From an optimization exercise on the open Yosys and OpenROAD flow, aimed at small area and few clock cycles; shortcuts taken in it are not production practice. Only simulation tests tie the RTL to the original design; equivalence was not proved. Power figures rest on the tool's default switching activity, not on a simulated workload.

==> flow/design.v <==
`timescale 1ns/1ps
package cache_cfg_pkg;
  localparam int WAYS           = 2;
  localparam int SETS           = 16;
  localparam int WORDS_PER_LINE = 4;
  localparam int TAG_W  = 24;
  localparam int IDX_W  = 4;
  localparam int WORD_W = 2;
  localparam int OFS_W  = 2;
  typedef union packed {
    logic [31:0] addr;
    struct packed {
      logic [TAG_W-1:0]  tag;
      logic [IDX_W-1:0]  idx;
      logic [WORD_W-1:0] word;
      logic [OFS_W-1:0]  ofs;
    } f;
  } cache_addr_u;
  typedef logic [WORDS_PER_LINE*32-1:0] line_t;
  typedef logic [1:0] meta_t;
  typedef logic [0:0] way_t;
endpackage
`timescale 1ns/1ps
package mem_op_pkg;
  typedef enum logic [2:0] {
    B,
    H,
    W,
    BU,
    HU
  } size_e;
  typedef enum logic {
    LOAD,
    STORE
  } op_e;
  typedef struct packed {
    op_e         op;
    size_e       size;
    logic [31:0] addr;
    logic [31:0] wdata;
  } core_req_t;
  typedef struct packed {
    op_e         op;
    logic [31:0] addr;
    logic [31:0] rdata;
    logic        ale;
  } core_rsp_t;
endpackage
`timescale 1ns/1ps
module dcache_arrays
(
  input  logic                       clk,
  input  logic                       rst_n,
  input  logic [cache_cfg_pkg::IDX_W-1:0]           rd_idx,
  output logic [cache_cfg_pkg::WAYS-1:0][cache_cfg_pkg::TAG_W-1:0] rd_tag,
  output cache_cfg_pkg::meta_t [cache_cfg_pkg::WAYS-1:0]           rd_meta,
  output cache_cfg_pkg::line_t [cache_cfg_pkg::WAYS-1:0]           rd_line,
  output cache_cfg_pkg::way_t                       rd_lru,
  input  logic                       st_we,
  input  cache_cfg_pkg::way_t                       st_way,
  input  logic [cache_cfg_pkg::IDX_W-1:0]           st_idx,
  input  cache_cfg_pkg::line_t                      st_line,
  input  cache_cfg_pkg::meta_t                      st_meta,
  input  logic                       lru_we,
  input  logic [cache_cfg_pkg::IDX_W-1:0]           lru_idx,
  input  cache_cfg_pkg::way_t                       lru_val,
  input  logic                       rf_we,
  input  cache_cfg_pkg::way_t                       rf_way,
  input  logic [cache_cfg_pkg::IDX_W-1:0]           rf_idx,
  input  logic [cache_cfg_pkg::TAG_W-1:0]           rf_tag,
  input  cache_cfg_pkg::line_t                      rf_line,
  input  cache_cfg_pkg::meta_t                      rf_meta
);
  localparam int N = cache_cfg_pkg::WAYS * cache_cfg_pkg::SETS;
  logic [cache_cfg_pkg::TAG_W-1:0] tag_mem  [N];
  logic [cache_cfg_pkg::WORDS_PER_LINE*32-1:0] line_mem [N];
  logic [1:0]                                  meta_mem [N];
  logic [cache_cfg_pkg::SETS-1:0]  lru_mem;
  logic [cache_cfg_pkg::WAYS-1:0][cache_cfg_pkg::TAG_W-1:0] tag_nx;
  cache_cfg_pkg::meta_t [cache_cfg_pkg::WAYS-1:0]           meta_nx;
  cache_cfg_pkg::line_t [cache_cfg_pkg::WAYS-1:0]           line_nx;
  cache_cfg_pkg::way_t                                      lru_nx;
  always_comb begin
    for (int w = 0; w < cache_cfg_pkg::WAYS; w++) begin
      tag_nx[w]  = tag_mem[{cache_cfg_pkg::way_t'(w), rd_idx}];
      meta_nx[w] = meta_mem[{cache_cfg_pkg::way_t'(w), rd_idx}];
      line_nx[w] = line_mem[{cache_cfg_pkg::way_t'(w), rd_idx}];
      if (st_we && st_way == cache_cfg_pkg::way_t'(w) && st_idx == rd_idx) begin
        meta_nx[w] = st_meta;
        line_nx[w] = st_line;
      end
      if (rf_we && rf_way == cache_cfg_pkg::way_t'(w) && rf_idx == rd_idx) begin
        tag_nx[w]  = rf_tag;
        meta_nx[w] = rf_meta;
        line_nx[w] = rf_line;
      end
    end
    lru_nx = lru_mem[rd_idx];
    if (lru_we && lru_idx == rd_idx)
      lru_nx = lru_val;
  end
  always_ff @(posedge clk) begin
    for (int e = 0; e < N; e++) begin
      if (rf_we && {rf_way, rf_idx} == e[4:0]) begin
        tag_mem[e]  <= rf_tag;
        line_mem[e] <= rf_line;
      end else if (st_we && {st_way, st_idx} == e[4:0]) begin
        line_mem[e] <= st_line;
      end
    end
    rd_tag  <= tag_nx;
    rd_line <= line_nx;
  end
  always_ff @(posedge clk or negedge rst_n) begin
    if (!rst_n) begin
      for (int e = 0; e < N; e++)
        meta_mem[e] <= '0;
      lru_mem <= '0;
      rd_meta <= '0;
      rd_lru  <= '0;
    end else begin
      for (int e = 0; e < N; e++) begin
        if (rf_we && {rf_way, rf_idx} == e[4:0])
          meta_mem[e] <= rf_meta;
        else if (st_we && {st_way, st_idx} == e[4:0])
          meta_mem[e] <= st_meta;
      end
      if (lru_we)
        lru_mem[lru_idx] <= lru_val;
      rd_meta <= meta_nx;
      rd_lru  <= lru_nx;
    end
  end
endmodule
`timescale 1ns/1ps
module dcache_pipeline
(
  input  logic        clk,
  input  logic        rst_n,
  input  logic        req_valid_i,
  output logic        req_ready_o,
  input  mem_op_pkg::op_e         req_op_i,
  input  mem_op_pkg::size_e       req_size_i,
  input  logic [31:0] req_addr_i,
  input  logic [31:0] req_wdata_i,
  output logic        rsp_valid_o,
  input  logic        rsp_ready_i,
  output logic [31:0] rsp_rdata_o,
  output logic        rsp_ale_o,
  output logic [cache_cfg_pkg::IDX_W-1:0]           arr_rd_idx,
  input  logic [cache_cfg_pkg::WAYS-1:0][cache_cfg_pkg::TAG_W-1:0] arr_rd_tag,
  input  cache_cfg_pkg::meta_t [cache_cfg_pkg::WAYS-1:0]           arr_rd_meta,
  input  cache_cfg_pkg::line_t [cache_cfg_pkg::WAYS-1:0]           arr_rd_line,
  input  cache_cfg_pkg::way_t                       arr_rd_lru,
  output logic                       arr_st_we,
  output cache_cfg_pkg::way_t                       arr_st_way,
  output logic [cache_cfg_pkg::IDX_W-1:0]           arr_st_idx,
  output cache_cfg_pkg::line_t                      arr_st_line,
  output cache_cfg_pkg::meta_t                      arr_st_meta,
  output logic                       arr_lru_we,
  output logic [cache_cfg_pkg::IDX_W-1:0]           arr_lru_idx,
  output cache_cfg_pkg::way_t                       arr_lru_val,
  output logic                       mreq_start,
  output cache_cfg_pkg::cache_addr_u                mreq_addr,
  output cache_cfg_pkg::way_t                       mreq_victim_way,
  output logic [cache_cfg_pkg::TAG_W-1:0]           mreq_victim_tag,
  output logic                       mreq_victim_dirty,
  input  logic                       mreq_busy,
  input  logic                       mreq_done
);
  mem_op_pkg::core_req_t   req_in;
  cache_cfg_pkg::cache_addr_u req_addr;
  logic        req_ale;
  logic        s1_valid;
  logic        s1_ready;
  logic        s1_go;
  logic        s1_wait;
  logic        s1_ale;
  logic        s1_hit;
  mem_op_pkg::core_req_t   s1_req;
  cache_cfg_pkg::cache_addr_u s1_addr;
  cache_cfg_pkg::way_t        hit_way;
  cache_cfg_pkg::way_t        victim;
  cache_cfg_pkg::meta_t       victim_meta;
  cache_cfg_pkg::line_t       s1_line;
  logic        s2_valid;
  logic        s2_ready;
  logic        s2_ale;
  mem_op_pkg::core_req_t   s2_req;
  cache_cfg_pkg::cache_addr_u s2_addr;
  cache_cfg_pkg::way_t        s2_way;
  cache_cfg_pkg::line_t       s2_line;
  cache_cfg_pkg::line_t       merged;
  logic        st_we;
  logic [31:0] s2_word;
  logic [7:0]  byte_v;
  logic [15:0] half_v;
  logic [31:0] load_v;
  mem_op_pkg::core_rsp_t   rsp;
  assign req_in = {req_op_i, req_size_i, req_addr_i, req_wdata_i};
  assign req_addr.addr = req_addr_i;
  always_comb begin
    case (req_size_i)
      mem_op_pkg::H, mem_op_pkg::HU:   req_ale = req_addr_i[0];
      mem_op_pkg::W:       req_ale = |req_addr_i[1:0];
      default: req_ale = 1'b0;
    endcase
  end
  assign req_ready_o = s1_ready;
  assign arr_rd_idx = s1_ready ? req_addr.f.idx : s1_addr.f.idx;
  always_ff @(posedge clk or negedge rst_n) begin
    if (!rst_n) begin
      s1_valid <= 1'b0;
      s1_wait  <= 1'b0;
    end else begin
      if (s1_ready)
        s1_valid <= req_valid_i;
      if (mreq_start)
        s1_wait <= 1'b1;
      else if (mreq_done)
        s1_wait <= 1'b0;
    end
  end
  always_ff @(posedge clk) begin
    if (s1_ready) begin
      s1_req <= req_in;
      s1_ale <= req_ale;
    end
  end
  assign s1_addr.addr = s1_req.addr;
  always_comb begin
    s1_hit  = 1'b0;
    hit_way = '0;
    for (int w = 0; w < cache_cfg_pkg::WAYS; w++) begin
      if (arr_rd_meta[w][1] && arr_rd_tag[w] == s1_addr.f.tag) begin   
        s1_hit  = 1'b1;
        hit_way = cache_cfg_pkg::way_t'(w);
      end
    end
    s1_line = arr_rd_line[hit_way];
    if (st_we && s2_addr.f.idx == s1_addr.f.idx && s2_way == hit_way)
      s1_line = merged;
  end
  assign victim   = arr_rd_lru;
  assign s1_go    = s1_valid && (s1_ale || s1_hit) && s2_ready;
  assign s1_ready = !s1_valid || s1_go;
  assign mreq_start        = s1_valid && !s1_ale && !s1_hit && !s2_valid && !s1_wait;
  assign mreq_addr         = s1_addr;
  assign mreq_victim_way   = victim;
  assign mreq_victim_tag   = arr_rd_tag[victim];
  assign victim_meta       = arr_rd_meta[victim];
  assign mreq_victim_dirty = victim_meta[1] && victim_meta[0];
  assign arr_lru_we  = s1_go && !s1_ale;
  assign arr_lru_idx = s1_addr.f.idx;
  assign arr_lru_val = ~hit_way;
  always_ff @(posedge clk or negedge rst_n) begin
    if (!rst_n)
      s2_valid <= 1'b0;
    else if (s2_ready)
      s2_valid <= s1_go;
  end
  always_ff @(posedge clk) begin
    if (s1_go) begin
      s2_req  <= s1_req;
      s2_ale  <= s1_ale;
      s2_way  <= hit_way;
      s2_line <= s1_line;
    end
  end
  assign s2_addr.addr = s2_req.addr;
  assign s2_ready     = !s2_valid || (rsp_ready_i && !mreq_busy);
  assign st_we        = s2_valid && rsp_ready_i && !mreq_busy && s2_req.op == mem_op_pkg::STORE && !s2_ale;
  always_comb begin
    s2_word = s2_line[{s2_addr.f.word, 5'b00000} +: 32];
    byte_v  = s2_word[{s2_addr.f.ofs, 3'b000} +: 8];
    half_v  = s2_word[{s2_addr.f.ofs[1], 4'b0000} +: 16];
    merged  = s2_line;
    case (s2_req.size)
      mem_op_pkg::B, mem_op_pkg::BU: begin
        load_v = (s2_req.size == mem_op_pkg::B) ? {{24{byte_v[7]}}, byte_v} : {24'b0, byte_v};
        merged[{s2_addr.f.word, s2_addr.f.ofs, 3'b000} +: 8] = s2_req.wdata[7:0];
      end
      mem_op_pkg::H, mem_op_pkg::HU: begin
        load_v = (s2_req.size == mem_op_pkg::H) ? {{16{half_v[15]}}, half_v} : {16'b0, half_v};
        merged[{s2_addr.f.word, s2_addr.f.ofs[1], 4'b0000} +: 16] = s2_req.wdata[15:0];
      end
      default: begin
        load_v = s2_word;
        merged[{s2_addr.f.word, 5'b00000} +: 32] = s2_req.wdata;
      end
    endcase
  end
  assign arr_st_we   = st_we;
  assign arr_st_way  = s2_way;
  assign arr_st_idx  = s2_addr.f.idx;
  assign arr_st_line = merged;
  assign arr_st_meta = 2'b11;   
  always_comb begin
    rsp.op    = s2_req.op;
    rsp.addr  = s2_req.addr;
    rsp.ale   = s2_ale;
    rsp.rdata = (s2_ale || s2_req.op == mem_op_pkg::STORE) ? '0 : load_v;
  end
  assign rsp_valid_o = s2_valid;
  assign rsp_rdata_o = rsp.rdata;
  assign rsp_ale_o   = rsp.ale;
endmodule
`timescale 1ns/1ps
module dcache_miss_unit
(
  input  logic        clk,
  input  logic        rst_n,
  input  logic             mreq_start,
  input  cache_cfg_pkg::cache_addr_u      mreq_addr,
  input  cache_cfg_pkg::way_t             mreq_victim_way,
  input  logic [cache_cfg_pkg::TAG_W-1:0] mreq_victim_tag,
  input  logic             mreq_victim_dirty,
  output logic             mreq_busy,
  output logic             mreq_done,
  input  cache_cfg_pkg::line_t [cache_cfg_pkg::WAYS-1:0] arr_rd_line,
  output logic             arr_rf_we,
  output cache_cfg_pkg::way_t             arr_rf_way,
  output logic [cache_cfg_pkg::IDX_W-1:0] arr_rf_idx,
  output logic [cache_cfg_pkg::TAG_W-1:0] arr_rf_tag,
  output cache_cfg_pkg::line_t            arr_rf_line,
  output cache_cfg_pkg::meta_t            arr_rf_meta,
  output logic        m_ar_valid_o,
  input  logic        m_ar_ready_i,
  output logic [31:0] m_ar_addr_o,
  input  logic        m_r_valid_i,
  output logic        m_r_ready_o,
  input  logic [31:0] m_r_data_i,
  input  logic        m_r_last_i,
  output logic        m_aw_valid_o,
  input  logic        m_aw_ready_i,
  output logic [31:0] m_aw_addr_o,
  output logic        m_w_valid_o,
  input  logic        m_w_ready_i,
  output logic [31:0] m_w_data_o,
  output logic        m_w_last_o
);
  localparam logic [cache_cfg_pkg::WORD_W-1:0] LAST_BEAT = cache_cfg_pkg::WORD_W'(cache_cfg_pkg::WORDS_PER_LINE - 1);
  typedef enum logic [2:0] {
    IDLE,
    MISS,
    WRITE_BACK,
    LOOKUP,
    REFILL
  } state_e;
  state_e                          state;
  logic [cache_cfg_pkg::WORD_W-1:0]               beat;
  cache_cfg_pkg::cache_addr_u                     line_addr;
  cache_cfg_pkg::way_t                            v_way;
  logic [cache_cfg_pkg::TAG_W-1:0]                v_tag;
  logic                            v_dirty;
  cache_cfg_pkg::line_t                           v_line;
  logic [(cache_cfg_pkg::WORDS_PER_LINE-1)*32-1:0] rbuf;
  logic                            fill;
  assign fill = state == REFILL && m_r_valid_i && m_r_last_i;
  always_ff @(posedge clk or negedge rst_n) begin
    if (!rst_n) begin
      state <= IDLE;
      beat  <= '0;
    end else begin
      case (state)
        IDLE: begin
          if (mreq_start)
            state <= MISS;
        end
        MISS: begin
          if (!v_dirty)
            state <= LOOKUP;
          else if (m_aw_ready_i)
            state <= WRITE_BACK;
        end
        WRITE_BACK: begin
          if (m_w_ready_i && beat == LAST_BEAT)
            state <= LOOKUP;
        end
        LOOKUP: begin
          if (m_ar_ready_i)
            state <= REFILL;
        end
        REFILL: begin
          if (fill)
            state <= IDLE;
        end
        default: state <= IDLE;
      endcase
      if (state == IDLE)
        beat <= '0;
      else if ((state == WRITE_BACK && m_w_ready_i) || (state == REFILL && m_r_valid_i))
        beat <= beat + 1'b1;
    end
  end
  always_ff @(posedge clk) begin
    if (state == IDLE && mreq_start) begin
      line_addr <= mreq_addr;
      v_way     <= mreq_victim_way;
      v_tag     <= mreq_victim_tag;
      v_dirty   <= mreq_victim_dirty;
      v_line    <= arr_rd_line[mreq_victim_way];
    end
    if (state == REFILL && m_r_valid_i && beat != LAST_BEAT)
      rbuf[{beat, 5'b00000} +: 32] <= m_r_data_i;
  end
  assign mreq_busy = state != IDLE;
  assign mreq_done = fill;
  assign m_aw_valid_o = state == MISS && v_dirty;
  assign m_aw_addr_o  = {v_tag, line_addr.f.idx, {(cache_cfg_pkg::WORD_W + cache_cfg_pkg::OFS_W){1'b0}}};
  assign m_w_valid_o  = state == WRITE_BACK;
  assign m_w_data_o   = v_line[{beat, 5'b00000} +: 32];
  assign m_w_last_o   = m_w_valid_o && beat == LAST_BEAT;
  assign m_ar_valid_o = state == LOOKUP;
  assign m_ar_addr_o  = {line_addr.f.tag, line_addr.f.idx, {(cache_cfg_pkg::WORD_W + cache_cfg_pkg::OFS_W){1'b0}}};
  assign m_r_ready_o  = state == REFILL;
  assign arr_rf_we   = fill;
  assign arr_rf_way  = v_way;
  assign arr_rf_idx  = line_addr.f.idx;
  assign arr_rf_tag  = line_addr.f.tag;
  assign arr_rf_line = {m_r_data_i, rbuf};
  assign arr_rf_meta = 2'b10;   
endmodule
`timescale 1ns/1ps
module dcache_top
(
  input  logic        clk,
  input  logic        rst_n,
  input  logic        req_valid_i,
  output logic        req_ready_o,
  input  logic        req_op_i,     
  input  logic [2:0]  req_size_i,   
  input  logic [31:0] req_addr_i,
  input  logic [31:0] req_wdata_i,
  output logic        rsp_valid_o,
  input  logic        rsp_ready_i,
  output logic [31:0] rsp_rdata_o,
  output logic        rsp_ale_o,
  output logic        m_ar_valid_o,
  input  logic        m_ar_ready_i,
  output logic [31:0] m_ar_addr_o,
  input  logic        m_r_valid_i,
  output logic        m_r_ready_o,
  input  logic [31:0] m_r_data_i,
  input  logic        m_r_last_i,
  output logic        m_aw_valid_o,
  input  logic        m_aw_ready_i,
  output logic [31:0] m_aw_addr_o,
  output logic        m_w_valid_o,
  input  logic        m_w_ready_i,
  output logic [31:0] m_w_data_o,
  output logic        m_w_last_o
);
  logic [cache_cfg_pkg::IDX_W-1:0]           arr_rd_idx;
  logic [cache_cfg_pkg::WAYS-1:0][cache_cfg_pkg::TAG_W-1:0] arr_rd_tag;
  cache_cfg_pkg::meta_t [cache_cfg_pkg::WAYS-1:0]           arr_rd_meta;
  cache_cfg_pkg::line_t [cache_cfg_pkg::WAYS-1:0]           arr_rd_line;
  cache_cfg_pkg::way_t                       arr_rd_lru;
  logic                       arr_st_we;
  cache_cfg_pkg::way_t                       arr_st_way;
  logic [cache_cfg_pkg::IDX_W-1:0]           arr_st_idx;
  cache_cfg_pkg::line_t                      arr_st_line;
  cache_cfg_pkg::meta_t                      arr_st_meta;
  logic                       arr_lru_we;
  logic [cache_cfg_pkg::IDX_W-1:0]           arr_lru_idx;
  cache_cfg_pkg::way_t                       arr_lru_val;
  logic                       arr_rf_we;
  cache_cfg_pkg::way_t                       arr_rf_way;
  logic [cache_cfg_pkg::IDX_W-1:0]           arr_rf_idx;
  logic [cache_cfg_pkg::TAG_W-1:0]           arr_rf_tag;
  cache_cfg_pkg::line_t                      arr_rf_line;
  cache_cfg_pkg::meta_t                      arr_rf_meta;
  logic                       mreq_start;
  cache_cfg_pkg::cache_addr_u                mreq_addr;
  cache_cfg_pkg::way_t                       mreq_victim_way;
  logic [cache_cfg_pkg::TAG_W-1:0]           mreq_victim_tag;
  logic                       mreq_victim_dirty;
  logic                       mreq_busy;
  logic                       mreq_done;
  dcache_pipeline u_pipeline (
    .clk         (clk),
    .rst_n       (rst_n),
    .req_valid_i (req_valid_i),
    .req_ready_o (req_ready_o),
    .req_op_i    (mem_op_pkg::op_e'(req_op_i)),
    .req_size_i  (mem_op_pkg::size_e'(req_size_i)),
    .req_addr_i  (req_addr_i),
    .req_wdata_i (req_wdata_i),
    .rsp_valid_o (rsp_valid_o),
    .rsp_ready_i (rsp_ready_i),
    .rsp_rdata_o (rsp_rdata_o),
    .rsp_ale_o   (rsp_ale_o),
    .arr_rd_idx        (arr_rd_idx),
    .arr_rd_tag        (arr_rd_tag),
    .arr_rd_meta       (arr_rd_meta),
    .arr_rd_line       (arr_rd_line),
    .arr_rd_lru        (arr_rd_lru),
    .arr_st_we         (arr_st_we),
    .arr_st_way        (arr_st_way),
    .arr_st_idx        (arr_st_idx),
    .arr_st_line       (arr_st_line),
    .arr_st_meta       (arr_st_meta),
    .arr_lru_we        (arr_lru_we),
    .arr_lru_idx       (arr_lru_idx),
    .arr_lru_val       (arr_lru_val),
    .mreq_start        (mreq_start),
    .mreq_addr         (mreq_addr),
    .mreq_victim_way   (mreq_victim_way),
    .mreq_victim_tag   (mreq_victim_tag),
    .mreq_victim_dirty (mreq_victim_dirty),
    .mreq_busy         (mreq_busy),
    .mreq_done         (mreq_done)
  );
  dcache_arrays u_arrays (
    .clk   (clk),
    .rst_n (rst_n),
    .rd_idx  (arr_rd_idx),
    .rd_tag  (arr_rd_tag),
    .rd_meta (arr_rd_meta),
    .rd_line (arr_rd_line),
    .rd_lru  (arr_rd_lru),
    .st_we   (arr_st_we),
    .st_way  (arr_st_way),
    .st_idx  (arr_st_idx),
    .st_line (arr_st_line),
    .st_meta (arr_st_meta),
    .lru_we  (arr_lru_we),
    .lru_idx (arr_lru_idx),
    .lru_val (arr_lru_val),
    .rf_we   (arr_rf_we),
    .rf_way  (arr_rf_way),
    .rf_idx  (arr_rf_idx),
    .rf_tag  (arr_rf_tag),
    .rf_line (arr_rf_line),
    .rf_meta (arr_rf_meta)
  );
  dcache_miss_unit u_miss (
    .clk          (clk),
    .rst_n        (rst_n),
    .mreq_start        (mreq_start),
    .mreq_addr         (mreq_addr),
    .mreq_victim_way   (mreq_victim_way),
    .mreq_victim_tag   (mreq_victim_tag),
    .mreq_victim_dirty (mreq_victim_dirty),
    .mreq_busy         (mreq_busy),
    .mreq_done         (mreq_done),
    .arr_rd_line       (arr_rd_line),
    .arr_rf_we         (arr_rf_we),
    .arr_rf_way        (arr_rf_way),
    .arr_rf_idx        (arr_rf_idx),
    .arr_rf_tag        (arr_rf_tag),
    .arr_rf_line       (arr_rf_line),
    .arr_rf_meta       (arr_rf_meta),
    .m_ar_valid_o (m_ar_valid_o),
    .m_ar_ready_i (m_ar_ready_i),
    .m_ar_addr_o  (m_ar_addr_o),
    .m_r_valid_i  (m_r_valid_i),
    .m_r_ready_o  (m_r_ready_o),
    .m_r_data_i   (m_r_data_i),
    .m_r_last_i   (m_r_last_i),
    .m_aw_valid_o (m_aw_valid_o),
    .m_aw_ready_i (m_aw_ready_i),
    .m_aw_addr_o  (m_aw_addr_o),
    .m_w_valid_o  (m_w_valid_o),
    .m_w_ready_i  (m_w_ready_i),
    .m_w_data_o   (m_w_data_o),
    .m_w_last_o   (m_w_last_o)
  );
endmodule
==> flow/run.sh <==
#!/bin/bash
# synth_recipe.tcl (not shown) runs the flow's synth.tcl, then flattens the netlist and writes it again
# the make line also repeats each setting of config.mk as NAME=value (left out here)
make -C /OpenROAD-flow-scripts/flow DESIGN_CONFIG=/design/flow/config.mk WORK_HOME=/design/flow/orfs CLKGATE_MAP_FILE= SYNTH_SCRIPT=/design/flow/synth_recipe.tcl finish
==> flow/config.mk <==
export PLATFORM = sky130hd
export DESIGN_NAME = dcache_top
export DESIGN_NICKNAME = dcache_top
export VERILOG_FILES = /design/flow/design.v
export SDC_FILE = /design/flow/constraint.sdc
export NUM_CORES = 8
export LEC_CHECK = 0
export CAP_MARGIN = 20
export CELL_PAD_IN_SITES_DETAIL_PLACEMENT = 1
export CORE_MARGIN = 2
export CORE_UTILIZATION = 25
export PLACE_DENSITY = 0.38
export SLEW_MARGIN = 20
==> flow/constraint.sdc <==
create_clock -name core_clock -period 10.0 [get_ports {clk}]
set_input_delay 2.0000 -clock core_clock [delete_from_list [all_inputs] [get_ports {clk}]]
set_output_delay 2.0000 -clock core_clock [all_outputs]
set_load 0.01 [all_outputs]
==> flow_metrics.env <==
export IMPL_die_h_um=1040
export IMPL_avgSynthCellArea_um2=10.8
export IMPL_grt_start_max_net_pins=130
export IMPL_min_path_type="reg -> reg"
export IMPL_p_per_area_nw_per_um2=343
export IMPL_required_ns=8.00
export IMPL_dr_total_vias=237016
export IMPL_clock_sinks=5782
export IMPL_postCtsSetupBuffers=0
export IMPL_drcViolationCount=0
export IMPL_holdBufCountCts=0
export IMPL_synthFlopType="edfxtp_1"
export IMPL_finalClockSkew_ns=0.124
export IMPL_cp_max_fo=7
export IMPL_postLayoutCoreUtil_pct=29.2
export IMPL_synth_enable_flop_cells=5385
export IMPL_ant_nets=0
export IMPL_crit_type="reg -> out"
export IMPL_drtIter0Drc=43871
export IMPL_netlist_instances=24899
export IMPL_gr_usage_all_layers_pct=29.9
export IMPL_layout_commonest_cell="edfxtp_1"
export IMPL_hold_violations=0
export IMPL_syn2layout_area_growth_pct=16.4
export IMPL_slew_violations=0
export IMPL_crit_slowest_cell="nor4_2"
export IMPL_rsz0062_at_grt="false"
export IMPL_drive_gt1_share_pct=11.5
export IMPL_cts_buffer_depth=5
export IMPL_numPortBuffers=236
export IMPL_fmax_mhz=138
export IMPL_std_cell_rows=381
export IMPL_clk_latency_ns=1.19
export IMPL_dieWidth_um=1040
export IMPL_switching_power_mw=48.2
export IMPL_cts_tree="yes"
export IMPL_min_period_over_period_pct=72.6
export IMPL_ys_warn_count=6
export IMPL_mostFrequentLayoutCells="edfxtp_1 (5385), nor2_1 (4686), a21oi_1 (4680), nand2_1 (1248), a22oi_1 (1114)"
export IMPL_ys_types=89
export IMPL_place_gp_congestion=0.963
export IMPL_internal_power_mw=59.3
export IMPL_synthArstFlopShare_pct=1.61
export IMPL_vias_per_cell=6.07
export IMPL_cts_buffers=712
export IMPL_antenna_found_initial=239
export IMPL_post_cts_resize_count=0
export IMPL_status="timing/DRC/antenna clean"
export IMPL_max_cap_violations=0
export IMPL_overflow=0
export IMPL_coreArea_um2=1070000
export IMPL_grt_pass1_vias=220882
export IMPL_wire_per_inst_um=43.2
export IMPL_slowest_delay_ns=0.98
export IMPL_synthesis_area_um2=269000
export IMPL_path_cells="xnor2_1 -> nand4_1 -> nor4_2 -> a41o_1 -> nor2_4 -> inv_6 -> clkdlybuf4s50_1"
export IMPL_drtPass1Iterations=9
export IMPL_drt_total_wl_um=1690000
export IMPL_p_leak_nw=105
export IMPL_fin_crit_ns=7.26
export IMPL_ys_ff_latch=5782
export IMPL_ir_drop_v=0.000349
export IMPL_clkPwrFrac_pct=23.6
export IMPL_start_util_pct=25.0
export IMPL_comb_power_share_pct=44.6
export IMPL_worstPathArrival_ns=5.26
export IMPL_root_buffer="clkbuf_16"
export IMPL_clk_pin_slew_ns=0.06
export IMPL_fin_cells=39056
export IMPL_switching_share_pct=44.8
export IMPL_die_area_um2=1080000
export IMPL_htree_levels=6
export IMPL_setup_violations=0
export IMPL_nets=24156
export IMPL_max_slew_margin_pct=8.90
export IMPL_worst_slew_pin_slew_ns=1.37
export IMPL_grt_pass1_wl_um=2190000
export IMPL_synth_seq_area_share_pct=63.2
export IMPL_placed_cells=37670
export IMPL_start_kind="flip-flop"
export IMPL_io_pins=245
export IMPL_cp_end_kind="output pin"
export IMPL_seqPwrFrac_pct=31.8
export IMPL_dpl_hpwl_um=985000
==> layout make-up <==
class | count | area (um2)
Inverter | 158 | 598
Tap cell | 14362 | 18000
Multi-Input combinational cell | 16032 | 89600
Fill cell | 118036 | 761000
Clock buffer | 1018 | 19900
Sequential cell | 5782 | 170000
Antenna cell | 131 | 328
Timing Repair Buffer | 1338 | 13100
Clock inverter | 235 | 1630
==> registers in the layout (all words and copies together) (netlist names), 2 cells and up <==
name,count
u_arrays.line_mem,4096
u_arrays.tag_mem,768
u_arrays.rd_line,256
u_miss.v_line,128
u_pipeline.s2_line,128
u_miss.rbuf,96
u_pipeline.s1_req,68
u_arrays.meta_mem,64
u_arrays.rd_tag,48
u_pipeline.s2_req,44
u_miss.line_addr,28
u_miss.v_tag,24
u_arrays.lru_mem,16
u_arrays.rd_meta,4
u_miss.state,3
u_miss.beat,2
==> worst paths after layout <==
check / to / slack, ns / from / cells after the start
hold reg to reg: u_pipeline.s2_req[16] / 0.40 / u_pipeline.s1_req[16] / 0
max in group asynchronous: u_miss.beat[0] / 7.79 / rst_n / 2
min in group asynchronous: u_pipeline.s1_valid / 0.89 / rst_n / 1
setup reg to reg: u_arrays.rd_line[28] / 3.13 / u_pipeline.s1_req[55] / 11
setup / recovery: req_ready_o / 2.74 / u_pipeline.s1_req[55] / 7
hold / removal: u_pipeline.s2_req[16] / 0.40 / u_pipeline.s1_req[16] / 0
==> Yosys cell counts (190+ instances only) <==
master	instances	area share [%]
o21ai_0	877	1.6
edfxtp_1	5385	60
dfxtp_1	304	2.3
o221ai_1	190	0.62
a22o_1	263	0.86
nand2_1	1283	1.8
buf_2	225	0.42
a221oi_1	197	0.64
buf_1	234	0.33
nor2_1	4711	6.6
a22oi_1	1114	3.1
mux2_2	332	1.4
clkbuf_1	2400	3.3
a21oi_1	4808	8.9
==> metrics by stage <==
stage	setup slack, ns	setup TNS, ns	instance area (um2)	hold slack (ns)	power (mW)
after CTS	2.67	0	313000	0.410	106
after global placement	1.95	0	291000	0.408	79.6
after detailed placement	2.19	0	291000	0.410	80.4
after floorplan	-2.86	-5459.20	269000	0.400	56.0
after global routing	2.62	0	313000	0.427	109
final	2.74	0	313000	0.396	107
==> power by group through the flow <==
stage | Sequential (mW) | Clock, mW | Combinational (mW)
after global placement | 34.5 | 0 | 45.1
after global routing | 34.1 | 26.3 | 48.9
after detailed placement | 34.5 | 0 | 46.0
final | 34.2 | 25.3 | 48.0
after floorplan | 33.1 | 0 | 22.9
after CTS | 34.0 | 25.5 | 46.1
==> layer usage <==
metal | vias to the layer above | track usage [%] | share of wire (%)
met2 | 17535 | 45.5 | 44
met1 | 125075 | 39.8 | 39
met5 | - | 0.0131 | 0.026
li1 | 90514 | - | -
met3 | 3826 | 6.81 | 11
met4 | 66 | 15.4 | 5.9
==> worst max-delay path, delay by kind of cell (launching register included) <==
family                    cells  cell delay [ns]
and+or+nand+nor               3             1.39
buffers and inverters         2             0.74
xor gates and xnor gates      1             0.65
AOI/OAI and AO/OA             1             0.80
DFF                           1             0.51
==> logic make-up (layout without fill, tap and decap cells) <==
group                    count (synthesis)  after routing  synth area share, %
buffers and inverters                 3092           2749                 4.52
adder cells (fa/ha/maj)                 23             23                0.107
AO/OA/AOI/OAI                         8638           8638                 19.4
AND/OR/NAND/NOR                       6758           6758                 10.1
multiplexers                           537            537                 2.45
XOR/XNOR                                68             68                0.221
flip-flops                            5782           5782                 63.2
other                                    1            139              0.00139
Testbench counts, summed over its fixed seeds: cycles 143,292.

[what the ideal ports hide]
In the flow no input, the clock included, has a driving cell. The finished layout below was timed again as built, in two steps. Step 1, drivers: a clkbuf_16 drives clk and a buf_2 each remaining input, both assumed. Step 2 times the ports against the registers' clock, not the clock port: input delays grow and output delays shrink by t, the midpoint of the rising clock arrivals with the driver on. Slacks: no drivers / after step 1 / after step 2; pairs: no drivers / after step 1.
t, ns: 1.296
slack for setup (ns): 2.736 / 2.568 / 1.839
worst setup path after step 2: input to register
After both steps setup and hold are still met in this run. For this run, drivers alone change the setup slack by -0.168 ns; drivers and shift together by -0.897 ns.
